This is an optimization exercise on Yosys and OpenROAD, whose aim is small area, a short achievable clock period and few clock cycles, not a production implementation.
At most, simulation tests tie the RTL to the original design; equivalence was not proved.
The RTL of runs 2 and 3 was laid out without a check of its function.
No activity file was given, so power comes from the tool's default toggle rates.

==> flow/design.v, too long to show whole: its modules and the start of the top module <==
// module alpha_calc_param: 1176 lines
// module acp_fa: 10 lines
// module acp_ha: 9 lines
module alpha_calc_param #(
  parameter int DATA_WIDTH   = 16,
  parameter int MAX_SIZE_LOG = 8,
  parameter int ALPHA_WIDTH  = 10,
  parameter int ALPHA_FRAC   = 9
) (
  input  logic                   clk,
  input  logic                   rst,
  input  logic                   x_valid,
  output logic                   x_ready,
  input  logic [DATA_WIDTH-1:0]  x_data,
  input  logic                   xhat_valid,
  output logic                   xhat_ready,
  input  logic [DATA_WIDTH-1:0]  xhat_data,
  input  logic                   xhat_last_s,
  input  logic                   xmean_valid,
  output logic                   xmean_ready,
  input  logic [DATA_WIDTH-1:0]  xmean_data,
  input  logic                   xhatmean_valid,
  output logic                   xhatmean_ready,
  input  logic [DATA_WIDTH-1:0]  xhatmean_data,
  output logic                   alpha_valid,
  input  logic                   alpha_ready,
  output logic [ALPHA_WIDTH-1:0] alpha_data
);
  // ...
==> flow/flow/run.sh <==
#!/bin/bash
set -euo pipefail
bash standard.sh synth > synth.log 2>&1
bash standard.sh SETUP_SLACK_MARGIN=8.2 \
  "BUFFER_PORTS_ARGS=-buffer_cell sky130_fd_sc_hd__buf_2" \
  "CTS_ARGS=-sink_clustering_enable -repair_clock_nets -dont_use_dummy_load" \
  finish > layout.log 2>&1
==> flow/standard.sh <==
#!/bin/bash
# synth_recipe.tcl (not shown) runs the flow's synth.tcl, then flattens the netlist and writes it again
# the make line also repeats each setting of config.mk as NAME=value (left out here)
make -C /OpenROAD-flow-scripts/flow DESIGN_CONFIG=/design/flow/config.mk WORK_HOME=/design/flow/orfs CLKGATE_MAP_FILE= SYNTH_SCRIPT=/design/flow/synth_recipe.tcl "${@:-finish}"
==> flow/config.mk <==
export PLATFORM = sky130hd
export DESIGN_NAME = alpha_calc_param
export DESIGN_NICKNAME = alpha_calc_param
export VERILOG_FILES = /design/flow/design.v
export SDC_FILE = /design/flow/constraint.sdc
export NUM_CORES = 4
export LEC_CHECK = 0
export CAP_MARGIN = 20
export CORE_MARGIN = 2
export CORE_UTILIZATION = 40
export SETUP_SLACK_MARGIN = 5
export SLEW_MARGIN = 20
export SYNTH_HIERARCHICAL = 1
export SYNTH_MINIMUM_KEEP_SIZE = 0
==> flow/constraint.sdc <==
create_clock -name core_clock -period 12.0 [get_ports {clk}]
set_input_delay 2.4000 -clock core_clock [delete_from_list [all_inputs] [get_ports {clk}]]
set_output_delay 2.4000 -clock core_clock [all_outputs]
set_load 0.01 [all_outputs]
==> results.cfg, run 1 <==
[global_routing]
grt_overflow = 0
antenna_found_initial = 0
grt_max_degree = 81
grt_pass1_vias = 24099
use_met2_pct = 33.11

[pwr]
comb_power_mw = 4.70
switching_share_pct = 45.20
p_seq_mw = 2.12
powerDensity_nw_per_um2 = 233.1
power.group.top = combinational logic

[clock_tree]
worstSkewPairLatency_ps = 600
clockBufferDepth = 3
numCtsBuffers = 47

[critical_path]
cp-end-kind = flop
worstSetupStartpointType = primary input
crit_arrival_ps = 4300

[final_layout]
nNonClkBuffers = 170
nFillCells = 7394
fin_nets = 4038
multi_input_area_share_pct = 61.08

[routing]
ant_nets = 0
wl_met3_um = 6423
vias = 25594
first_iter_violations = 2267
met1_length_um = 40330

[floorplan]
die_h_um = 281.9

[timing]
min_period_over_period_pct = 32.04
skew_ps = 60.51
tightest_slew_ps = 974.2

[place]
port_buffers = 86

[synthesis]
synth_top_family_by_area = adder cells
synth_fa_ha_area_share_pct = 26.73
synth_top_cell_by_area = dfxtp_1
synth_top_area_share_pct = 19.19
synth-simple-area-share_pct = 12.71
synth-compound-area-share_pct = 21.48

[min_path]
hp-class = reg -> reg
holdPathStages = 0

[outcome]
status = no timing/DRC/antenna violations
Testbench counts, summed over its fixed seeds: cycles 24,535.
==> inputs of run 2 (changes only) <==
--- a/flow/design.v
+++ b/flow/design.v
@@ -35,17 +35,17 @@
   logic [MAX_SIZE_LOG-1:0] cnt_q;        
   logic [1:0]              nres_q;       
   logic                    fin_q;        
   logic                    pend_q;       
   logic                    busy_q;       
   logic                    aval_q;       
   logic [SC_W-1:0]         step_q;
   logic                    sat_q, pos_q, lsb_q;
-  logic [DATA_WIDTH-1:0]   xmean_q, xhatmean_q;
+  logic signed [D_W-1:0]   nxmean_q, nxhatmean_q;   
   logic signed [D_W-1:0]   dx_q, dh_q;
   logic                    last_q;       
   logic                    last1_q;      
   logic                    init_q;       
   logic                    clr;          
   logic signed [ACC_W-1:0] num_q;
   logic [DEN_W-1:0]        den_q;
   logic [ACC_W-1:0]        r_q;
@@ -1128,26 +1128,26 @@
   assign den_ta = {den_q[39], den_q[38], den_q[37], den_q[36], den_q[35], den_q[34], den_q[33], da_c31, da_c30, da_c29, da_c28, da_c27, da_c26, da_c25, da_c24, da_c23, da_c22, da_c21, da_c20, da_c19, da_c18, da_c17, da_c16, da_c15, da_c14, da_c13, da_c12, da_c11, da_c10, da_c9, da_c8, da_c7, da_c6, da_c5, da_c4, da_c3, da_c2, da_c1, da_c0, da_s0};
   assign den_tb = {1'b0, 1'b0, 1'b0, 1'b0, 1'b0, 1'b0, 1'b0, den_q[32], da_s31, da_s30, da_s29, da_s28, da_s27, da_s26, da_s25, da_s24, da_s23, da_s22, da_s21, da_s20, da_s19, da_s18, da_s17, da_s16, da_s15, da_s14, da_s13, da_s12, da_s11, da_s10, da_s9, da_s8, da_s7, da_s6, da_s5, da_s4, da_s3, da_s2, da_s1, dpb_q[0]};
   logic [ACC_W:0] sub;
   logic           ge;
   assign sub = {1'b0, r_q} - {2'b0, d_q};
   assign ge  = ~sub[ACC_W];
   always_ff @(posedge clk) begin
     if (mean_hs) begin
-      xmean_q    <= xmean_data;
-      xhatmean_q <= xhatmean_data;
+      nxmean_q    <= -$signed({1'b0, xmean_data});
+      nxhatmean_q <= -$signed({1'b0, xhatmean_data});
     end
     if (mean_hs)
       cnt_q <= '0;
     else if (pair_hs)
       cnt_q <= cnt_q + 1'b1;
-    dx_q <= $signed({1'b0, x_data}) - $signed({1'b0, xmean_q});
+    dx_q <= $signed({1'b0, x_data}) + nxmean_q;
     if (pair_hs)
-      dh_q <= $signed({1'b0, xhat_data}) - $signed({1'b0, xhatmean_q});
+      dh_q <= $signed({1'b0, xhat_data}) + nxhatmean_q;
     else
       dh_q <= '0;
     npa_q  <= np_a[33:0];
     npb_q  <= np_b[33:0];
     nph_q0 <= np_a[34];
     nph_q1 <= np_b[34];
     dpa_q  <= dp_a;
     dpb_q  <= dp_b;
==> results.cfg, run 2 <==
[pwr]
vdd_ir_drop_max_mv = 0.1251
power.share.sequential_pct = 26.4
cellLeakagePower_nw = 14.98
pwr-share-clk_pct = 14.9
switching_share_pct = 44.93
p_switching_mw = 3.645
p_comb_share_pct = 58.7
powerDensity_nw_per_um2 = 231.1
fin_total_pwr_mw = 8.112
p_int_mw = 4.468

[critical_path]
worst_ep_required_time_ps = 12420
path_class = in -> reg
setup.worst_path.start = xhat_data[1]
reg2reg_slack_ps = 8240
worstRegToRegCells = 11
worstSetupEndpoint = dh_q[15]$_SDFF_PN0_
timing.rr.end = npb_q[15]$_DFF_P_
crit_arrival_ps = 4380
worstSetupStartpointType = primary input
cp_max_fo = 2
cp-end-kind = flop
worstReg2RegStart = dh_q[10]$_SDFF_PN0_

[clock_tree]
clockBufferDepth = 3
h-tree-depth = 2
worstSkewPairLatency_ps = 590
numCtsBuffers = 47
cts_tree = done
cts_sinks = 396
clk_pin_slew_worst_paths_ps = 50
cts_root_buf = clkbuf_16
cts-hold-fix-buffers = 0

[global_routing]
grt_max_degree = 81
grt_first_pass_wirelength_um = 140300
grt_usage_pct = 21.65
grt_overflow = 0
grt_pass1_vias = 24947
antenna_found_initial = 2

[synthesis]
ys_warn_count = 7
synth.area.top_cells = dfxtp_1, fa_1, ha_1
synth-seq-cells = 396
async_flop_share_pct = 3.283
synth.distinct_cells = 87
synth_most_common_cell = a21oi_1
synth_edf_count = 87
synthTopCellsByCount = a21oi_1, nor2_1, dfxtp_1
synthCells = 3579
synth-main-ff-cell = dfxtp_1
synth_top_cell_by_area = dfxtp_1
synth_top_area_share_pct = 18.93
avgSynthCellArea_um2 = 8.746
netlist_area_um2 = 31300
yosysSeqAreaShare_pct = 28.32

[floorplan]
die_h_um = 283.7
die_w_um = 283.7
core_area_um2 = 77470
start_util_pct = 40.41
fp-row-count = 102
ioPinCount = 87
die_area_um2 = 80510

[timing]
min_period_over_period_pct = 32.97
slew_violations = 0
skew_ps = 49.96
max-slew-margin-rel_pct = 35.99
timing.fmax_mhz = 252.8
rsz0062_at_grt = true
worst_slack_ps = 8044
tightest_slew_ps = 957.5
hold_viol = 0
setup_viol = 0
tns_ps = 0
period_minus_slack_ps = 3956

[job]
cap_viol_max_count = 0

[final_layout]
layout_common_cells = a21oi_1, nor2_1, dfxtp_1, fa_1
layout_top_registers = num_q (41), r_q (41)
drive_gt1_share_pct = 11.25
fin_util_pct = 45.31
fin_nets = 4119
areaGrowthSynthToFinish_pct = 12.14
final_common_cell = a21oi_1

[routing]
first_iter_violations = 2461
wl_per_cell_um = 19.55
routed_via_density = 5.693
vias = 26118
route.detailed.drc = 0
totalWireLength_um = 89710
ant_nets = 0
firstDrtPassIters = 6

[place]
port_buffers = 86
preCtsSetupSlack_ps = 7372
dpl.hpwl_um = 61870
gp_congestion = 0.8733

[outcome]
status = no timing/DRC/antenna violations

[min_path]
worstHoldStart = last1_q$_DFF_PP0_
hp-class = reg -> reg
-- run 2: cells by family after synthesis --
family / share of synthesized area (%)
xor gates and xnor gates: 5.093
buffers and inverters: 5.344
muxes: 0.7115
AOI/OAI and AO/OA: 21.18
adders and majority gates: 26.49
other: 0.02399
and+or+nand+nor: 12.84
DFF: 28.32
-- run 2: layout make-up --
| type | count | area, µm² |
|---|---|---|
| Inverter | 159 | 649.4 |
| Sequential cell | 396 | 8895 |
| Timing Repair Buffer | 195 | 1669 |
| Clock buffer | 47 | 1176 |
| Fill cell | 7451 | 42370 |
| Multi-Input combinational cell | 2750 | 21410 |
| Tap cell | 1040 | 1301 |
| Antenna cell | 1 | 2.502 |
-- run 2: how the worst min path moves through the flow --
stage          slack (ps)  depth (start not counted)                end
3_3_place_gp          330                          0  last1_q$_DFF_PP0_
6_report              350                          0    fin_q$_DFF_PP0_
4_1_cts               350                          0    fin_q$_DFF_PP0_
3_5_place_dp          330                          0  last1_q$_DFF_PP0_
5_1_grt               360                          0    fin_q$_DFF_PP0_
2_1_floorplan         330                          0    fin_q$_DFF_PP0_
-- run 2: through the flow --
stage                     hold WS, ps  instances  cell area, µm²
after floorplan                 331.2       3588           31550
after global placement          333.9       4484           32600
after detailed placement        334.7       4484           32600
after CTS                       349.2       4549           34240
after global routing            362.3       4587           35100
final                           346.2       4588           35100
-- run 2: power groups by stage --
stage,Clock (mW),Combinational [mW],Sequential [mW]
floorplan,0,3.44,2.05
global placement,0,4.42,2.16
detailed placement,0,4.47,2.17
CTS,1.24,4.57,2.14
global route,1.29,5.34,2.19
finish,1.21,4.76,2.14
-- run 2: what timing repair did --
action,in CTS,in global routing
endpoints found under the hold margin,0,0
cloned,0,6
buffers inserted,18,32
setup endpoints to repair,96,105
resized for setup,71,109
pin swaps,25,39
-- run 2: worst max-delay path: stages --
cell and delay, ps:
buf_8 100, ha_4 190, a21o_1 160, a21oi_2 160, o21bai_1 100, a31o_2 270, a311o_1 350, a31oi_2 170
o21ai_1 90, a21oi_1 170, xor2_1 150, nor2_1 50
-- run 2: modules after synthesis (local to each module, per instance) --
module / cells / cell area [µm²] / flops+latches
acp_ha: 1 / 12.51 / 0
acp_fa: 1 / 20.02 / 0
alpha_calc_param: 3259 / 25320 / 396
-- run 2: layer usage --
layer / vias up / global-route usage (%) / share of wire [%] / wire length [µm]
met5: - / 0 / 0 / 0
met4: 0 / 5.767 / 2.5 / 2229
met3: 131 / 3.682 / 8.1 / 7278
met2: 932 / 33.70 / 44 / 39070
met1: 12604 / 30.98 / 46 / 41130
li1: 12451 / - / - / -
==> inputs of run 3 (changes only) <==
--- a/flow/flow/run.sh
+++ b/flow/flow/run.sh
@@ -3,3 +3,3 @@
 bash standard.sh synth > synth.log 2>&1
-bash standard.sh SETUP_SLACK_MARGIN=8.2 \
+bash standard.sh SETUP_SLACK_MARGIN=8.4 \
   "BUFFER_PORTS_ARGS=-buffer_cell sky130_fd_sc_hd__buf_2" \
==> results.cfg, run 3 <==
[synthesis]
avgSynthCellArea_um2 = 8.746
synthTopCellsByCount = a21oi_1, nor2_1, dfxtp_1
netlist_area_um2 = 31300
ys_warn_count = 7
synth_edf_count = 87
synth-seq-cells = 396
yosysSeqAreaShare_pct = 28.32
synthCells = 3579
synth.area.top_cells = dfxtp_1, fa_1, ha_1
synth-main-ff-cell = dfxtp_1
synth_most_common_cell = a21oi_1
synth_top_area_share_pct = 18.93
synth_top_cell_by_area = dfxtp_1
synth.distinct_cells = 87
async_flop_share_pct = 3.283

[clock_tree]
cts_root_buf = clkbuf_16
clk_pin_slew_worst_paths_ps = 60
numCtsBuffers = 48
cts_tree = done
clockBufferDepth = 3
cts_sinks = 396
h-tree-depth = 2
worstSkewPairLatency_ps = 600

[final_layout]
final_common_cell = a21oi_1
multiInputGateArea_um2 = 22030
final_cells = 4692
register_area_um2 = 8926
layout_top_registers = num_q (41), r_q (41)
fin_nets = 4224
fin_area_um2 = 37110
areaGrowthSynthToFinish_pct = 18.55
nFillCells = 7209
drive_gt1_share_pct = 16.70
layout_common_cells = a21oi_1, nor2_1, dfxtp_1, fa_1, nand2_1
diodes = 0

[pwr]
pwr-share-clk_pct = 14.4
cellLeakagePower_nw = 15.76
p_switching_mw = 3.793
p_int_mw = 4.702
powerDensity_nw_per_um2 = 228.9
fin_total_pwr_mw = 8.496
power.share.sequential_pct = 25.5
p_comb_share_pct = 60.1
vdd_ir_drop_max_mv = 0.1384
switching_share_pct = 44.65

[timing]
max-slew-margin-rel_pct = 43.85
tns_ps = 0
tightest_slew_ps = 841.0
min_period_over_period_pct = 32.59
slew_violations = 0
skew_ps = 57.38
rsz0062_at_grt = true
period_minus_slack_ps = 3910
setup_viol = 0
timing.fmax_mhz = 255.7
hold_viol = 0

[place]
dp.cells = 4481
dpl_cell_area_um2 = 32640
dpl.hpwl_um = 62250
gp_congestion = 0.8927
port_buffers = 86

[global_routing]
use_met2_pct = 34.30
grt_first_pass_wirelength_um = 142900
antenna_found_initial = 1
grt-busiest-layer = met2
grt_use_met3_pct = 4.076
grt_max_degree = 81
grt_overflow = 0
grt_use_met1_pct = 31.62
grt_pass1_vias = 25052
grt_usage_pct = 22.21

[critical_path]
crit_arrival_ps = 4400
worstReg2RegStart = npb_q[4]$_DFF_P_
critPathSlowestCell = a311o_1
cp-end-kind = flop
timing.rr.end = num_q[35]$_SDFF_PP0_
path_class = in -> reg
slowest_delay_ps = 350
path_cells = buf_6, ha_4, a21o_1, a21oi_2, o21bai_1, a31o_2, a311o_1, a31oi_2, o21ai_1, a21oi_1, xor2_1, nor2_1
reg2reg_slack_ps = 8330
cp_max_fo = 2
worst_ep_required_time_ps = 12490
worstRegToRegCells = 13
worstSetupStartpointType = primary input

[routing]
totalWireLength_um = 96670
ant_nets = 0
route.detailed.drc = 0
vias = 27067
first_iter_violations = 2865
wl_per_cell_um = 20.60
firstDrtPassIters = 9
routed_via_density = 5.769

[floorplan]
die_w_um = 283.7
core_area_um2 = 77470
die_h_um = 283.7
die_area_um2 = 80510
fp-row-count = 102
start_util_pct = 40.41
ioPinCount = 87

[min_path]
holdPathStages = 0
hp-class = reg -> reg
whs_endpoint = fin_q$_DFF_PP0_
worstHoldStart = last1_q$_DFF_PP0_

[outcome]
status = no timing/DRC/antenna violations

[job]
cap_viol_max_count = 0
## run 3: cell counts after synthesis
Identical to the previous run, type by type.
## run 3: through the flow
stage | setup WS (ps) | hold slack (ps) | util (%)
finish | 8090 | 347.8 | 47.90
floorplan | 7724 | 331.2 | -
global route | 7986 | 352.7 | 47.90
detailed placement | 7404 | 336.3 | 42.13
CTS | 8093 | 348.6 | 45.39
global placement | 7399 | 335.3 | 42.13
## run 3: how the worst max path moves through the flow
stage,end,cells past startpoint,startpoint,slack (ps)
2_1_floorplan,dh_q[15]$_SDFF_PN0_,11,xhat_data[1],7720
3_3_place_gp,dh_q[15]$_SDFF_PN0_,12,xhat_data[1],7400
3_5_place_dp,dh_q[15]$_SDFF_PN0_,12,xhat_data[1],7400
4_1_cts,dh_q[15]$_SDFF_PN0_,12,xhat_data[1],8090
5_1_grt,dh_q[15]$_SDFF_PN0_,12,xhat_data[1],7990
6_report,dh_q[15]$_SDFF_PN0_,12,xhat_data[1],8090
## run 3: cell families (layout without fill, tap and decap cells)
logic type | count (synthesis) | after routing | share of synthesized area [%]
AOI/OAI and AO/OA | 1111 | 1111 | 21.18
xor gates and xnor gates | 182 | 182 | 5.093
adders and majority gates | 502 | 502 | 26.49
buffers and inverters | 442 | 506 | 5.344
DFF | 396 | 396 | 28.32
muxes | 22 | 22 | 0.7115
other | 2 | 11 | 0.02399
and+or+nand+nor | 922 | 922 | 12.84
## run 3: Yosys stat by module (local to each module, per instance)
module            copies in the design  area [µm²]
acp_ha                              56       12.51
acp_fa                             264       20.02
alpha_calc_param                     1       25320
## run 3: power by group through the flow
stage,logic (mW),registers [mW],clock network [mW]
CTS,4.67,2.16,1.26
floorplan,3.45,2.05,0
finish,5.10,2.17,1.23
detailed placement,4.43,2.18,0
global placement,4.38,2.18,0
global route,5.64,2.21,1.31
## run 3: final cells by class
class | count | area share, %
inverter | 159 | 1.784
sequential | 396 | 24.05
timing repair buffer | 299 | 8.062
clock buffer | 48 | 3.237
tap | 1040 | 3.507
multi-input combinational | 2750 | 59.36
## run 3: repair_timing
item / CTS / global route
gates cloned: 6 / 21
pin swaps: 45 / 77
endpoints found under the setup margin: 142 / 114
gates resized for setup: 152 / 195
buffers inserted: 57 / 79
hold buffers: 0 / 0
## run 3: critical path: cells and delay by family
| kind | cells | cell delay (ps) |
|---|---|---|
| AND/OR/NAND/NOR | 1 | 60 |
| buffers and inverters | 1 | 100 |
| adder cells (fa/ha/maj) | 1 | 190 |
| AO/OA/AOI/OAI | 8 | 1470 |
| XOR/XNOR | 1 | 170 |
## run 3: per-layer routing
metal | vias to the layer above | share of wire [%]
met5 | - | 0.013
met4 | 2 | 3.4
met3 | 254 | 9.5
met2 | 1296 | 43
met1 | 12839 | 44
li1 | 12676 | -

-- what the ideal ports hide --
The results above use ideal ports. As a check the final layouts listed here were re-extracted and re-timed, cells and wires unchanged.
Step 1 (the two cells are an assumption about what drives the block):
set clk [get_ports {clk}]
set_driving_cell -lib_cell sky130_fd_sc_hd__clkbuf_16 $clk
set_driving_cell -lib_cell sky130_fd_sc_hd__buf_2 [delete_from_list [all_inputs] $clk]
Step 2 moves the port delays by t, midway between the first and last clock arrival at a register: inputs arrive t later, outputs are due t later. That takes back most of the time a late clock gives input paths.
Three values: ideal, step 1, step 2; two values: the first two.
run | t (ns) | setup WS [ns] | worst setup path at the end | clock arrival spread, ns
run 1 | 0.632 | 8.155 / 8.168 / 7.536 | input to register | 0.063 / 0.064
run 2 | 0.625 | 8.044 / 8.069 / 7.443 | input to register | 0.053 / 0.053
run 3 | 0.638 | 8.090 / 8.111 / 7.473 | input to register | 0.057 / 0.058
After both steps setup and hold are still met in every run listed. The setup slack of run 1, which loses most, moves by +0.013 ns with the drivers and by -0.619 ns with both steps.
